This is an optimization exercise on Yosys and OpenROAD, whose aim is small area, not a production implementation. At most, simulation tests tie the RTL to the original design; equivalence was not proved. Power and IR drop assume default switching activity. No driver is modelled on the clock port, so clocking that relies on it looks cheaper here than on a real chip.

==> flow/design.v (excerpt) <==
module real_mem_to_reg #(
    parameter int DATA_W = 16,
    parameter int MEM_AW = 7,
    parameter int REG_AW = 4
) (
    input  logic              CLK,
    input  logic              RESET_N,
    input  logic [DATA_W-1:0] AData,
    input  logic              MemWrite,
    input  logic [DATA_W-1:0] MemData,
    input  logic              IRWrite,
    input  logic [DATA_W-1:0] IRData,
    input  logic              RegWrite,
    output logic [DATA_W-1:0] AccOut
);
For scale: roughly 6,600 cells after synthesis, roughly 2,500 flip-flops, roughly 69 I/O pins, roughly 78,000 sq um of cells after synthesis.
Settings: LEC_CHECK=0, CAP_MARGIN=0, CORE_MARGIN=2, CORE_UTILIZATION=60, GPL_TIMING_DRIVEN=0, SLEW_MARGIN=0, SYNTH_HIERARCHICAL=1, SYNTH_MINIMUM_KEEP_SIZE=0; clock period 8.0 ns.
standard.sh (not shown) runs the stock make flow with config.mk's settings and CLKGATE_MAP_FILE= SYNTH_SCRIPT=/design/flow/synth_recipe.tcl, a recipe that flattens the netlist after the stock synthesis.
==> flow/flow/run.sh <==
#!/bin/bash
# Standard layout, with clock tree synthesis run without dummy loads.
set -euo pipefail
export CTS_ARGS="-sink_clustering_enable -repair_clock_nets -dont_use_dummy_load -sink_clustering_size 25 -sink_clustering_max_diameter 60 -buf_list {sky130_fd_sc_hd__clkbuf_8 sky130_fd_sc_hd__clkbuf_16}"
bash standard.sh > standard_make.log 2>&1
Edit:
==> flow/flow/run.sh (replaced) <==
#!/bin/bash
# Standard layout, with clock tree synthesis run without dummy loads.
set -euo pipefail
export CTS_ARGS="-sink_clustering_enable -repair_clock_nets -dont_use_dummy_load -sink_clustering_size 25 -sink_clustering_max_diameter 100 -buf_list {sky130_fd_sc_hd__clkbuf_8 sky130_fd_sc_hd__clkbuf_16}"
bash standard.sh > standard_make.log 2>&1
Settings changed: CAP_MARGIN 0 to 10, SLEW_MARGIN 0 to 10.
- sequential share of layout area increases by 0.30 points
- die area stays the same
- critical path depth increases by 1
- worst hold slack stays flat
- clock skew increases by 26 ps
- non-clock buffer count increases by 15
- global-route usage hardly moves
Edit:
==> flow/flow/run.sh (replaced) <==
#!/bin/bash
# Standard layout, with clock tree synthesis run without dummy loads.
set -euo pipefail
export CTS_ARGS="-sink_clustering_enable -repair_clock_nets -dont_use_dummy_load -sink_clustering_size 30 -sink_clustering_max_diameter 60 -buf_list {sky130_fd_sc_hd__clkbuf_8 sky130_fd_sc_hd__clkbuf_16}"
bash standard.sh > standard_make.log 2>&1
Outcome:
- The changed run completed with no timing, DRC or antenna violations
- power went up by a few percent
- setup slack gets worse by 12 ps
- combinational power is about the same
- critical path depth stays the same
- wire length hardly moves
- hold slack barely changes
No run of this note included a check of the RTL's function; only the layout flow was run.

========
Setup of north:
Another version of the RTL of real_mem_to_reg (not shown whole).
Size in the first run: ~4000 cells after synthesis, ~2500 flip-flops, roughly 69 I/O pins.
make LEC_CHECK=0 CAP_MARGIN=10 CORE_MARGIN=2 CORE_UTILIZATION=50 CTS_BUF_LIST='sky130_fd_sc_hd__clkbuf_8 sky130_fd_sc_hd__clkbuf_16' CTS_CLUSTER_DIAMETER=80 CTS_CLUSTER_SIZE=25 GPL_TIMING_DRIVEN=0 SLEW_MARGIN=10 SYNTH_HIERARCHICAL=1 SYNTH_MINIMUM_KEEP_SIZE=0 finish   # period 8.0 ns
run.sh (not shown) runs the stock make flow with config.mk's settings and CLKGATE_MAP_FILE= SYNTH_SCRIPT=/design/flow/synth_recipe.tcl, a recipe that flattens the netlist after the stock synthesis.
Stock flow here: none of the scripts above is used.
north went all the way through synthesis, placement and routing and the layout is clean on timing, DRC and antenna.
### north -> south
==> flow/flow/run.sh (new file) <==
#!/bin/bash
# Standard layout, with clock tree synthesis run without dummy loads.
set -euo pipefail
export CTS_ARGS="-sink_clustering_enable -repair_clock_nets -dont_use_dummy_load -sink_clustering_size 25 -sink_clustering_max_diameter 80 -buf_list {sky130_fd_sc_hd__clkbuf_8 sky130_fd_sc_hd__clkbuf_16}"
bash standard.sh > standard_make.log 2>&1
==> flow/standard.sh (new file) <==
#!/bin/bash
# synth_recipe.tcl (not shown) runs the flow's synth.tcl, then flattens the netlist and writes it again
# the make line also repeats each setting of config.mk as NAME=value (left out here)
make -C /OpenROAD-flow-scripts/flow DESIGN_CONFIG=/design/flow/config.mk WORK_HOME=/design/flow/orfs CLKGATE_MAP_FILE= SYNTH_SCRIPT=/design/flow/synth_recipe.tcl "${@:-finish}"
removed: flow/run.sh
### Flow results
- Lower proportion of total power due to net switching goes to south over north.
- Maximum achievable frequency down 1.1% in south wrt north
- Reported for north and south, initial antenna violation count turned out identical to the last digit.
- | final design area excluding fillers | south vs north | better |
- Run comparison: south cell type of the slowest stage on the worst timing path sky130_fd_sc_hd__or4_1; north cell type of the slowest stage on the worst timing path sky130_fd_sc_hd__a222oi_1
- north → south: final clock period utilization by the worst path rose by 0.79 points; global routing met1 resource utilization neither gained nor lost much.

========
real_mem_to_reg, a different RTL version from the one above (not shown whole).
For scale: about 6700 cells after synthesis, roughly 2500 flip-flops, ~78000 um^2 of cells after synthesis.
clock: 8.0 ns
lec_check: 0
cap_margin: 10
core_margin: 2
core_utilization: 60
gpl_timing_driven: 0
slew_margin: 10
synth_hierarchical: 1
synth_minimum_keep_size: 0
standard.sh (not shown) runs the stock make flow with config.mk's settings and CLKGATE_MAP_FILE= SYNTH_SCRIPT=/design/flow/synth_recipe.tcl, a recipe that flattens the netlist after the stock synthesis.
==> flow/flow/run.sh <==
#!/bin/bash
# Standard layout, with clock tree synthesis run without dummy loads and the smallest buffer on each port.
set -euo pipefail
export CTS_ARGS="-sink_clustering_enable -repair_clock_nets -dont_use_dummy_load -sink_clustering_size 30 -sink_clustering_max_diameter 100 -buf_list {sky130_fd_sc_hd__clkbuf_8 sky130_fd_sc_hd__clkbuf_16}"
export BUFFER_PORTS_ARGS="-buffer_cell sky130_fd_sc_hd__buf_1"
bash standard.sh > standard_make.log 2>&1
==> next run, changes <==
==> flow/flow/run.sh (replaced) <==
#!/bin/bash
# Standard layout, with clock tree synthesis run without dummy loads.
set -euo pipefail
export CTS_ARGS="-sink_clustering_enable -repair_clock_nets -dont_use_dummy_load -sink_clustering_size 25 -sink_clustering_max_diameter 100 -buf_list {sky130_fd_sc_hd__clkbuf_8 sky130_fd_sc_hd__clkbuf_16}"
bash standard.sh > standard_make.log 2>&1
Cell count grows slightly. Maximum frequency falls by a few percent. Total power goes up by a few percent.
==> next run, changes <==
==> flow/flow/run.sh (replaced) <==
#!/bin/bash
# The standard layout (standard.sh), with two changes passed to ORFS through its variables:
# - clock tree synthesis without dummy loads, in clusters of up to 28 flip-flops;
# - the smallest buffer on each input and output port (repair may still resize it).
# The make output goes to standard_make.log; ORFS keeps each step's log under orfs/logs.
set -euo pipefail
export CTS_ARGS="-sink_clustering_enable -repair_clock_nets -dont_use_dummy_load -sink_clustering_size 28 -sink_clustering_max_diameter 100 -buf_list {sky130_fd_sc_hd__clkbuf_8 sky130_fd_sc_hd__clkbuf_16}"
export BUFFER_PORTS_ARGS="-buffer_cell sky130_fd_sc_hd__buf_1"
bash standard.sh > standard_make.log 2>&1
Setup slack improved by 410 ps.
Cell area fell by 0.63%.
Total power drops by 1.7%.
Worst hold slack is about the same.
Area after synthesis stays the same.
Die area does not change.
Routed wire length falls by 0.48%.
Sequential share of layout area rises by 0.37 points.
==> next run, changes <==
==> flow/flow/run.sh (replaced) <==
#!/bin/bash
# Standard layout, with clock tree synthesis run without dummy loads.
set -euo pipefail
export CTS_ARGS="-sink_clustering_enable -repair_clock_nets -dont_use_dummy_load -sink_clustering_size 25 -sink_clustering_max_diameter 100 -buf_list {sky130_fd_sc_hd__clkbuf_8 sky130_fd_sc_hd__clkbuf_16}"
bash standard.sh > standard_make.log 2>&1
- CORE_UTILIZATION: 60 -> 70
- PLACE_DENSITY: default -> 0.78
Effect:
- utilization grows by 11 points
- fmax goes down by about 5.4%
- design area is about the same
- routed wire length falls by 5.2%
- register-to-register slack gets worse by 90 ps
- worst setup slack degrades by 390 ps
- flip-flop and latch count is unchanged
- die area falls by about 14%
- via count climbs by about 0.7%

========
Another version of the RTL of real_mem_to_reg (not shown whole).
Size in the first run: ~4000 cells after synthesis, roughly 69 I/O pins.
make LEC_CHECK=0 CAP_MARGIN=20 CORE_MARGIN=2 CORE_UTILIZATION=50 CTS_BUF_LIST='sky130_fd_sc_hd__clkbuf_8 sky130_fd_sc_hd__clkbuf_16' CTS_CLUSTER_DIAMETER=100 CTS_CLUSTER_SIZE=30 GPL_TIMING_DRIVEN=0 SLEW_MARGIN=20 SYNTH_HIERARCHICAL=1 SYNTH_MINIMUM_KEEP_SIZE=0 finish   # period 8.0 ns
run.sh (not shown) runs the stock make flow with config.mk's settings and CLKGATE_MAP_FILE= SYNTH_SCRIPT=/design/flow/synth_recipe.tcl, a recipe that flattens the netlist after the stock synthesis.
Stock flow here: none of the scripts above is used.
Rerun with:
CTS_BUF_LIST = sky130_fd_sc_hd__clkbuf_4 sky130_fd_sc_hd__clkbuf_8   (was sky130_fd_sc_hd__clkbuf_8 sky130_fd_sc_hd__clkbuf_16)
CTS_CLUSTER_DIAMETER = not set   (was 100)
CTS_CLUSTER_SIZE = not set   (was 30)
GPL_TIMING_DRIVEN = not set   (was 0)
- worst hold slack degrades by 0.016 ns
- combinational power is lower by 8.4%
- global-route usage is lower by 0.37 points
- via count is higher by 4.0%
Function was not checked in any run of this note: the RTL went through the layout flow alone.

========
real_mem_to_reg, a different RTL version from the one above (not shown whole).
Size in the first run: ~6,600 cells after synthesis, ~69 I/O pins, roughly 78,000 um2 of cells after synthesis.
clock: 8.0 ns
lec_check: 0
cap_margin: 10
core_margin: 2
core_utilization: 50
cts_buf_list: sky130_fd_sc_hd__clkbuf_8 sky130_fd_sc_hd__clkbuf_16
cts_cluster_diameter: 80
cts_cluster_size: 25
gpl_timing_driven: 0
slew_margin: 10
synth_hierarchical: 1
synth_minimum_keep_size: 0
The starting point finished with timing, DRC and antenna clean.
Edit:
==> flow/flow/run.sh (new file) <==
#!/bin/bash
# Standard layout, with clock tree synthesis run without dummy loads.
set -euo pipefail
export CTS_ARGS="-sink_clustering_enable -repair_clock_nets -dont_use_dummy_load -sink_clustering_size 25 -sink_clustering_max_diameter 80 -buf_list {sky130_fd_sc_hd__clkbuf_8 sky130_fd_sc_hd__clkbuf_16}"
bash standard.sh > standard_make.log 2>&1
==> flow/standard.sh (new file) <==
#!/bin/bash
# synth_recipe.tcl (not shown) runs the flow's synth.tcl, then flattens the netlist and writes it again
# the make line also repeats each setting of config.mk as NAME=value (left out here)
make -C /OpenROAD-flow-scripts/flow DESIGN_CONFIG=/design/flow/config.mk WORK_HOME=/design/flow/orfs CLKGATE_MAP_FILE= SYNTH_SCRIPT=/design/flow/synth_recipe.tcl "${@:-finish}"
removed: flow/run.sh
Outcome: Power falls by 3.8%; clock power went down by about 13%; utilization went down by 0.63 points; setup slack gets better by 0.014 ns; die area is unchanged; via count stays flat; wire length barely changes; critical path depth does not change.

[re-timing with driven ports]
Ports are ideal in the flow. The routed layouts listed here were re-timed in OpenROAD.
Step 1 (the two cells are an assumption about what drives the block):
set clk [get_ports {CLK}]
set_driving_cell -lib_cell sky130_fd_sc_hd__clkbuf_16 $clk
set_driving_cell -lib_cell sky130_fd_sc_hd__buf_2 [delete_from_list [all_inputs] $clk]
Step 2 adds t to the input delays and takes it off the output delays; t is the mean of the earliest and latest rising clock arrival at the registers after step 1. Input paths then give back, and output paths get back, about the clock's delay inside the block.
Slacks: ideal / step 1 / step 2; pairs: ideal / step 1.
run | t (ns) | slack for setup (ns) | worst slew at a driven data input, ns
the first run of note 1 | 0.858 | 0.885 / 0.915 / 0.057 | 0.11
the second run of note 1 | 0.794 | 0.833 / 0.849 / 0.055 | 0.11
the third run of note 1 | 0.851 | 0.821 / 0.839 / -0.012 | 0.11
north | 0.857 | 2.262 / 2.322 / 1.464 | 0.16
south | 0.835 | 2.198 / 2.258 / 1.423 | 0.16
the first run of note 3 | 0.809 | 1.203 / 1.234 / 0.425 | 0.21
the second run of note 3 | 0.817 | 0.903 / 0.926 / 0.109 | 0.19
the third run of note 3 | 0.828 | 1.312 / 1.335 / 0.507 | 0.21
the fourth run of note 3 | 0.804 | 0.927 / 0.973 / 0.169 | 0.13
the first run of note 4 | 0.828 | 1.797 / 1.673 / 0.845 | 0.21
the second run of note 4 | 1.123 | 2.141 / 2.132 / 1.009 | 0.14
the first run of note 5 | 0.866 | 0.648 / 0.710 / -0.156 | 0.10
the second run of note 5 | 0.852 | 0.661 / 0.723 / -0.129 | 0.09
With both steps, setup timing fails in the third run of note 1, the first run of note 5 and the second run of note 5, where it was met with ideal ports. For the second run of note 4, which loses most, drivers alone change the setup slack by -0.009 ns; drivers and shift together by -1.132 ns.
